This is an optimization exercise on Yosys and OpenROAD, whose aim is small area, a short achievable clock period and few clock cycles per item, not a production implementation.
RTL that was checked went through simulation tests only; none was proved equivalent to the original.
No activity file was given, so power comes from the tool's default toggle rates.

==> v24 <==
==> flow/design.v (excerpt) <==
module pen_event_throttle_core (
  input  logic        clk,
  input  logic        rst,
  input  logic        s_tvalid,
  output logic        s_tready,
  input  logic [63:0] s_tdata,    
  input  logic [2:0]  s_tuser,    
  output logic        m_tvalid,
  input  logic        m_tready,
  output logic [31:0] m_tdata,    
  output logic        m_tuser,    
  input  logic        cfg_valid,
  output logic        cfg_ready,
  input  logic [2:0]  cfg_index,
  input  logic [15:0] cfg_data
);
  localparam logic [2:0] OP_DOWN = pet_pkg::OP_DOWN;
  localparam logic [2:0] OP_UP   = pet_pkg::OP_UP;
  localparam logic [2:0] OP_MOVE = pet_pkg::OP_MOVE;
  localparam logic [2:0] OP_GEST = pet_pkg::OP_GESTURE;
  function automatic logic [15:0] abs_diff(input logic [15:0] a, input logic [15:0] b);
    logic signed [16:0] d;
    logic [16:0]        m;
    d = $signed({a[15], a}) - $signed({b[15], b});
    m = d[16] ? 17'(-d) : 17'(d);
    abs_diff = m[15:0];
  endfunction
  function automatic logic neg3(input logic [17:0] a, input logic [17:0] b, input logic [17:0] c);
    logic [17:0] sv, cv, y;
    sv = a ^ b ^ c;
    cv = {(a[16:0] & b[16:0]) | (a[16:0] & c[16:0]) | (b[16:0] & c[16:0]), 1'b0};
    y  = sv + cv;
    neg3 = y[17];
  endfunction
  function automatic logic neg3c(input logic [17:0] a, input logic [17:0] b, input logic [17:0] c);
    logic [17:0] sv, cv, y;
    sv = a ^ b ^ c;
    cv = {(a[16:0] & b[16:0]) | (a[16:0] & c[16:0]) | (b[16:0] & c[16:0]), 1'b1};
    y  = sv + cv;
    neg3c = y[17];
  endfunction
  ...
make LEC_CHECK=0 ABC_CLOCK_PERIOD_IN_PS=4000 CAP_MARGIN=20 CORE_MARGIN=2 CORE_UTILIZATION=55 SETUP_SLACK_MARGIN=5 SLEW_MARGIN=20 TNS_END_PERCENT=100 finish   # period 12.0 ns
run.sh (not shown) runs the stock make flow with config.mk's settings and CLKGATE_MAP_FILE= SYNTH_SCRIPT=/design/flow/synth_recipe.tcl, a recipe that flattens the netlist after the stock synthesis.
==> v39 (differences from v24) <==
--- a/flow/design.v
+++ b/flow/design.v
@@ -185,45 +185,51 @@
   logic [15:0] lg_x, lg_y;
   logic [31:0] lg_t;
   logic        a_v;
   logic [2:0]  a_op;
   logic [15:0] a_x, a_y;
   logic [31:0] a_t;
+  logic [16:0] a_dx, a_dy;    
   logic        e_v;
   logic [2:0]  e_op;
   logic [15:0] e_x, e_y;
   logic [31:0] e_t;
   logic        e_tdrop, e_tslow, e_long, e_tbig;
   logic        e_ismove, e_isgest;    
   logic [11:0] e_adx, e_ady;
   logic [22:0] e_touch;
   logic [21:0] e_thm1;      
+  logic        o1_v;
+  logic [32:0] o1_d;
   logic [32:0] o0_d;
-  logic        a_xfer, e_fin, out_free;
+  logic        a_xfer, e_fin, take;
   logic [15:0] ref_x, ref_y;
   logic [31:0] ref_t;
   logic [15:0] a_adx, a_ady;
   logic        a_far;
   logic [31:0] a_touch;
   logic        a_long, a_keep, a_drop;
   logic        keep_s, keep_l, drop_s, drop_l;
   assign ref_x    = lm_x;
   assign ref_y    = lm_y;
   assign ref_t    = lm_t;
-  assign a_adx    = abs_diff2(ref_x, a_x);
-  assign a_ady    = abs_diff2(ref_y, a_y);
+  assign a_adx    = a_dx[16] ? 16'(-a_dx) : a_dx[15:0];
+  assign a_ady    = a_dy[16] ? 16'(-a_dy) : a_dy[15:0];
   assign a_far    = a_adx[15:12] != 4'd0 || a_ady[15:12] != 4'd0;
   assign a_touch  = a_t - ref_t;
   assign a_long   = !a_touch[31] && (a_touch[30:16] != 15'd0 || a_touch[15:0] > shrink_period_ms);
   assign keep_s   = a_adx >= {4'd0, tap_radius} || a_ady >= {4'd0, tap_radius};
   assign keep_l   = a_adx >= {4'd0, rad_hi} || a_ady >= {4'd0, rad_hi};
   assign drop_s   = !a_far && neg3c({6'd0, a_adx[11:0]}, {6'd0, a_ady[11:0]}, ~{6'd0, tap_radius});
   assign drop_l   = !a_far && neg3c({6'd0, a_adx[11:0]}, {6'd0, a_ady[11:0]}, ~{6'd0, tap_radius_min});
   assign a_keep   = a_long ? keep_l : keep_s;
   assign a_drop   = a_long ? drop_l : drop_s;
-  assign s_tready = !a_v || a_xfer;
+  logic [15:0] in_ref_x, in_ref_y;
+  assign in_ref_x = (a_v && a_op == OP_DOWN) ? a_x : lm_x;
+  assign in_ref_y = (a_v && a_op == OP_DOWN) ? a_y : lm_y;
+  assign s_tready = !a_v || !e_v || (e_ready && !o1_v);
   assign a_xfer   = a_v && (!e_v || e_fin);
   always_ff @(posedge clk) begin
     if (rst) begin
       a_v <= 1'b0;
     end else if (s_tvalid && s_tready) begin
       a_v <= 1'b1;
@@ -232,12 +238,14 @@
     end
     if (s_tvalid && s_tready) begin
       a_op <= s_tuser;
       a_x  <= s_tdata[15:0];
       a_y  <= s_tdata[31:16];
       a_t  <= s_tdata[63:32];
+      a_dx <= {in_ref_x[15], in_ref_x} - {s_tdata[15], s_tdata[15:0]};
+      a_dy <= {in_ref_y[15], in_ref_y} - {s_tdata[31], s_tdata[31:16]};
     end
   end
   always_ff @(posedge clk) begin
     if (rst) begin
       e_v <= 1'b0;
     end else if (a_xfer) begin
@@ -285,13 +293,13 @@
       OP_GEST: e_drop = g_near || g_rate;
       default: e_drop = 1'b0;
     endcase
   end
   assign e_ready = !(e_ismove && (tracking ? (e_tslow && !sq_done) : pend_m)) &&
                    !(e_isgest && pend_g);
-  assign e_fin   = e_v && e_ready && out_free;
+  assign e_fin   = e_v && e_ready && !o1_v;
   assign res_x   = (e_op == OP_UP && tracking) ? lm_x : e_x;
   assign res_y   = (e_op == OP_UP && tracking) ? lm_y : e_y;
   always_ff @(posedge clk) begin
     if (rst) begin
       tracking <= 1'b0;
       lm_x     <= 16'hFFFF;
@@ -335,21 +343,32 @@
         end
         default: begin
         end
       endcase
     end
   end
-  assign out_free = !m_tvalid || m_tready;
+  assign take = m_tvalid && m_tready;
   always_ff @(posedge clk) begin
     if (rst) begin
       m_tvalid <= 1'b0;
-    end else if (out_free) begin
-      m_tvalid <= e_fin;
+      o1_v     <= 1'b0;
+    end else begin
+      if (!m_tvalid || take) begin
+        m_tvalid <= o1_v || e_fin;
+      end
+      if (take) begin
+        o1_v <= 1'b0;
+      end else if (m_tvalid && e_fin) begin
+        o1_v <= 1'b1;
+      end
+    end
+    if (!m_tvalid || take) begin
+      o0_d <= o1_v ? o1_d : {e_drop, res_y, res_x};
     end
-    if (e_fin) begin
-      o0_d <= {e_drop, res_y, res_x};
+    if (m_tvalid && !take && e_fin) begin
+      o1_d <= {e_drop, res_y, res_x};
     end
   end
   assign m_tdata = o0_d[31:0];
   assign m_tuser = o0_d[32];
   localparam logic [2:0] PH_IDLE = 3'd0;
   localparam logic [2:0] PH_U    = 3'd1;
@@ -371,40 +390,40 @@
   localparam logic [11:0] C1000 = 12'd1000;
   logic [2:0]  sq_ph;
   logic [1:0]  sq_job;
   logic [1:0]  sq_ksrc;
   logic [3:0]  sq_idx;
   logic [22:0] sq_opb;    
+  logic [22:0] sq_m;      
   logic [22:0] sq_x;      
   logic        sq_cl;     
   logic [11:0] sq_q;
   logic [11:0] sq_k;
   logic [26:0] sq_acc;
-  logic        sq_b, sq_bx, sq_by, sq_bk;
+  logic [22:0] sq_bt;
+  logic        sq_bx, sq_by, sq_bk;
   logic        job_lim;
   logic [9:0]  lim_raw;
   logic [15:0] per_eff;
   logic [22:0] op_a, op_b, op_m;
-  logic        op_bit;
   logic [24:0] x_sum;
   logic [25:0] x_m1, x_m2;
   logic [1:0]  x_c;
   logic [11:0] q_next;
   logic [11:0] k_rq, k_val;
   logic [26:0] acc_next;
   assign job_lim = sq_job == J_LIMM || sq_job == J_LIMG;
   assign lim_raw = (sq_job == J_LIMG) ? gest_lim : move_lim;
   assign per_eff = (shrink_period_ms == 16'd0) ? 16'd1 : shrink_period_ms;
   assign op_a   = sq_x;
   assign op_b   = sq_opb;
-  assign op_bit = sq_b;
-  assign op_m  = job_lim ? {12'd0, {1'b0, lim_raw} + 11'd1} : per_scaled;
-  assign x_sum = {1'b0, op_a, 1'b0} + (op_bit ? {2'b0, op_b} : 25'd0);
+  assign op_m  = sq_m;
+  assign x_sum = {1'b0, op_a, 1'b0} + {2'b0, sq_bt};
   logic [25:0] xa, xb, xm1, xm2, xs1, xc1, xs2, xc2;
   assign xa    = {2'b0, op_a, 1'b0};
-  assign xb    = op_bit ? {3'b0, op_b} : 26'd0;
+  assign xb    = {3'b0, sq_bt};
   assign xm1   = ~{3'b0, op_m};
   assign xm2   = ~{2'b0, op_m, 1'b0};
   assign xs1   = xa ^ xb ^ xm1;
   assign xc1   = {(xa[24:0] & xb[24:0]) | (xa[24:0] & xm1[24:0]) | (xb[24:0] & xm1[24:0]), 1'b1};
   assign xs2   = xa ^ xb ^ xm2;
   assign xc2   = {(xa[24:0] & xb[24:0]) | (xa[24:0] & xm2[24:0]) | (xb[24:0] & xm2[24:0]), 1'b1};
@@ -448,13 +467,15 @@
       case (sq_ph)
         PH_IDLE: begin
           sq_x   <= '0;
           sq_q   <= '0;
           sq_cl  <= 1'b0;
           sq_opb <= pend_s ? {7'd0, per_eff} : (pend_m || pend_g) ? 23'd1 : e_touch;
-          sq_b   <= 1'b1;      
+          sq_m   <= pend_m ? {12'd0, {1'b0, move_lim} + 11'd1} :
+                    pend_g ? {12'd0, {1'b0, gest_lim} + 11'd1} : per_scaled;
+          sq_bt  <= pend_s ? {7'd0, per_eff} : (pend_m || pend_g) ? 23'd1 : e_touch;
           if (pend_s) begin
             sq_job <= J_SCALE;
             sq_idx <= 4'd6;
             sq_ph  <= PH_U;
           end else if (pend_m || pend_g) begin
             sq_job <= pend_m ? J_LIMM : J_LIMG;
@@ -478,32 +499,33 @@
         end
         PH_U: begin
           if (sq_idx == 4'd0) begin
             sq_x   <= '0;
             sq_opb <= x_sum[22:0];       
             sq_idx <= msb12(tap_radius);
-            sq_b   <= tap_radius != 12'd0;
+            sq_bt  <= (tap_radius != 12'd0) ? x_sum[22:0] : 23'd0;
           end else begin
             sq_x   <= x_sum[22:0];
             sq_idx <= idx_dn;
-            sq_b   <= (sq_job == J_SCALE) ? bit12(C100, idx_dn) : bit12({5'd0, shrink_percent}, idx_dn);
+            sq_bt  <= ((sq_job == J_SCALE) ? bit12(C100, idx_dn) : bit12({5'd0, shrink_percent}, idx_dn))
+                      ? sq_opb : 23'd0;
           end
+          sq_cl <= !x_m1[25];            
           if (sq_job == J_SCALE) begin
             if (sq_idx == 4'd0) sq_ph <= PH_IDLE;
           end else if (!x_m1[25]) begin
-            sq_cl <= 1'b1;               
             sq_ph <= PH_KP;
           end else if (sq_idx == 4'd0) begin
             sq_ph <= PH_Q;
           end
         end
         PH_Q: begin
           sq_x   <= (x_c == 2'd2) ? x_m2[22:0] : (x_c == 2'd1) ? x_m1[22:0] : x_sum[22:0];
           sq_q   <= q_next;
           sq_idx <= idx_dn;
-          sq_b   <= job_lim ? bit12(C1000, idx_dn) : bit12(tap_radius, idx_dn);
+          sq_bt  <= (job_lim ? bit12(C1000, idx_dn) : bit12(tap_radius, idx_dn)) ? sq_opb : 23'd0;
           if (sq_idx == 4'd0) begin
             sq_ksrc <= K_Q;
             sq_ph   <= job_lim ? PH_LW : PH_KP;
           end
         end
         PH_KP: begin
==> v30 (differences from v24) <==
--- a/flow/design.v
+++ b/flow/design.v
@@ -376,35 +376,34 @@
   logic [22:0] sq_opb;    
   logic [22:0] sq_x;      
   logic        sq_cl;     
   logic [11:0] sq_q;
   logic [11:0] sq_k;
   logic [26:0] sq_acc;
-  logic        sq_b, sq_bx, sq_by, sq_bk;
+  logic [22:0] sq_bt;
+  logic        sq_bx, sq_by, sq_bk;
   logic        job_lim;
   logic [9:0]  lim_raw;
   logic [15:0] per_eff;
   logic [22:0] op_a, op_b, op_m;
-  logic        op_bit;
   logic [24:0] x_sum;
   logic [25:0] x_m1, x_m2;
   logic [1:0]  x_c;
   logic [11:0] q_next;
   logic [11:0] k_rq, k_val;
   logic [26:0] acc_next;
   assign job_lim = sq_job == J_LIMM || sq_job == J_LIMG;
   assign lim_raw = (sq_job == J_LIMG) ? gest_lim : move_lim;
   assign per_eff = (shrink_period_ms == 16'd0) ? 16'd1 : shrink_period_ms;
   assign op_a   = sq_x;
   assign op_b   = sq_opb;
-  assign op_bit = sq_b;
   assign op_m  = job_lim ? {12'd0, {1'b0, lim_raw} + 11'd1} : per_scaled;
-  assign x_sum = {1'b0, op_a, 1'b0} + (op_bit ? {2'b0, op_b} : 25'd0);
+  assign x_sum = {1'b0, op_a, 1'b0} + {2'b0, sq_bt};
   logic [25:0] xa, xb, xm1, xm2, xs1, xc1, xs2, xc2;
   assign xa    = {2'b0, op_a, 1'b0};
-  assign xb    = op_bit ? {3'b0, op_b} : 26'd0;
+  assign xb    = {3'b0, sq_bt};
   assign xm1   = ~{3'b0, op_m};
   assign xm2   = ~{2'b0, op_m, 1'b0};
   assign xs1   = xa ^ xb ^ xm1;
   assign xc1   = {(xa[24:0] & xb[24:0]) | (xa[24:0] & xm1[24:0]) | (xb[24:0] & xm1[24:0]), 1'b1};
   assign xs2   = xa ^ xb ^ xm2;
   assign xc2   = {(xa[24:0] & xb[24:0]) | (xa[24:0] & xm2[24:0]) | (xb[24:0] & xm2[24:0]), 1'b1};
@@ -448,13 +447,13 @@
       case (sq_ph)
         PH_IDLE: begin
           sq_x   <= '0;
           sq_q   <= '0;
           sq_cl  <= 1'b0;
           sq_opb <= pend_s ? {7'd0, per_eff} : (pend_m || pend_g) ? 23'd1 : e_touch;
-          sq_b   <= 1'b1;      
+          sq_bt  <= pend_s ? {7'd0, per_eff} : (pend_m || pend_g) ? 23'd1 : e_touch;
           if (pend_s) begin
             sq_job <= J_SCALE;
             sq_idx <= 4'd6;
             sq_ph  <= PH_U;
           end else if (pend_m || pend_g) begin
             sq_job <= pend_m ? J_LIMM : J_LIMG;
@@ -478,32 +477,33 @@
         end
         PH_U: begin
           if (sq_idx == 4'd0) begin
             sq_x   <= '0;
             sq_opb <= x_sum[22:0];       
             sq_idx <= msb12(tap_radius);
-            sq_b   <= tap_radius != 12'd0;
+            sq_bt  <= (tap_radius != 12'd0) ? x_sum[22:0] : 23'd0;
           end else begin
             sq_x   <= x_sum[22:0];
             sq_idx <= idx_dn;
-            sq_b   <= (sq_job == J_SCALE) ? bit12(C100, idx_dn) : bit12({5'd0, shrink_percent}, idx_dn);
+            sq_bt  <= ((sq_job == J_SCALE) ? bit12(C100, idx_dn) : bit12({5'd0, shrink_percent}, idx_dn))
+                      ? sq_opb : 23'd0;
           end
+          sq_cl <= !x_m1[25];            
           if (sq_job == J_SCALE) begin
             if (sq_idx == 4'd0) sq_ph <= PH_IDLE;
           end else if (!x_m1[25]) begin
-            sq_cl <= 1'b1;               
             sq_ph <= PH_KP;
           end else if (sq_idx == 4'd0) begin
             sq_ph <= PH_Q;
           end
         end
         PH_Q: begin
           sq_x   <= (x_c == 2'd2) ? x_m2[22:0] : (x_c == 2'd1) ? x_m1[22:0] : x_sum[22:0];
           sq_q   <= q_next;
           sq_idx <= idx_dn;
-          sq_b   <= job_lim ? bit12(C1000, idx_dn) : bit12(tap_radius, idx_dn);
+          sq_bt  <= (job_lim ? bit12(C1000, idx_dn) : bit12(tap_radius, idx_dn)) ? sq_opb : 23'd0;
           if (sq_idx == 4'd0) begin
             sq_ksrc <= K_Q;
             sq_ph   <= job_lim ? PH_LW : PH_KP;
           end
         end
         PH_KP: begin
--- a/flow/config.mk
+++ b/flow/config.mk
@@ -5,10 +5,10 @@
 export SDC_FILE = /design/flow/constraint.sdc
 export NUM_CORES = 4
 export LEC_CHECK = 0
 export ABC_CLOCK_PERIOD_IN_PS = 4000
 export CAP_MARGIN = 20
 export CORE_MARGIN = 2
-export CORE_UTILIZATION = 55
+export CORE_UTILIZATION = 65
 export SETUP_SLACK_MARGIN = 5
 export SLEW_MARGIN = 20
 export TNS_END_PERCENT = 100
==> comparison table <==
Run status: v30 timing/DRC/antenna clean; v24 timing/DRC/antenna clean; v39 timing/DRC/antenna clean
Relative slew slack: v30 0.244; v24 0.253; v39 0.228
Cell count along the critical path: v30 5; v24 5; v39 22
Relative contribution of combinational cells to total power: v30 0.509; v24 0.509; v39 0.328
GR Util All Layers: v30 0.373; v24 0.337; v39 0.314
Vias in the first global route: v30 38900; v24 36300; v39 38300
Comb pwr: v30 5.21 mW; v24 5.12 mW; v39 2.72 mW
Capturing point of the worst reg2reg path: v30 sq_x[5]; v24 sq_q[11]; v39 lm_y[14]
Latest clock arrival within the worst-skew pair: v30 640 ps; v24 630 ps; v39 680 ps
Pint: v30 5.83 mW; v24 5.78 mW; v39 5.39 mW
Flip-flop count of the largest register after layout: v30 33; v24 33; v39 -
TritonCTS buffer count: v30 71; v24 71; v39 82
Number of cells on the worst hold path: v30 2; v24 0; v39 2
Number of non-clock inverters in the layout: v30 594; v24 595; v39 595
First-pass detailed-route iteration total: v30 8; v24 8; v39 6
Count of non-filler cells in the finished layout: v30 6285; v24 6290; v39 6650
Post-Synth Adder-Cell Area: v30 0.182; v24 0.189; v39 0.166
Clock-pin slew on the worst setup and hold paths: v30 50 ps; v24 60 ps; v39 60 ps
Area growth from synthesis to layout: v30 9.29%; v24 10.5%; v39 10.9%
Via-per-instance ratio: v30 6.39; v24 6.17; v39 6.06
Clk power: v30 2.21 mW; v24 2.29 mW; v39 2.64 mW
GR Util met2: v30 0.605; v24 0.515; v39 0.490
Max power group: v30 combinational logic; v24 combinational logic; v39 registers
Number of flops mapped to enable cells by yosys: v30 372; v24 350; v39 462
Multiplexer share of the synthesized area: v30 0.0362; v24 0.0285; v39 0.0359
Non-Clock Buffer Count: v30 180; v24 183; v39 191
Clock buf count: v30 101; v24 104; v39 117
Testbench counts of v24, summed over its fixed seeds: cycles 3,346, items 2,459.
For v39 and v30, only the layout was checked, not whether the RTL still works.

[re-timing with driven ports]
How much do the figures lean on ideal ports? The routed layouts below were timed once more, with nothing changed but the port constraints. Step 1 assumes that a clkbuf_16 drives the clock port and a buf_2 every other input. Step 2 times the ports against the registers' clock, not the clock port: input delays grow and output delays shrink by t, the midpoint of the rising clock arrivals with the driver on. a / b / c = no drivers / after step 1 / after step 2; a / b = the first two.
| run | t, ns | setup slack, ns | worst register clock-pin slew, ns |
|---|---|---|---|
| v24 | 0.692 | 5.278 / 5.256 / 5.256 | 0.07 / 0.07 |
| v39 | 0.741 | 6.504 / 6.504 / 6.151 | 0.07 / 0.07 |
| v30 | 0.696 | 5.282 / 5.261 / 5.261 | 0.07 / 0.07 |
After both steps setup and hold are still met in every run listed. The setup slack of v39, which loses most, moves by 0.000 ns with the drivers and by -0.353 ns with both steps.
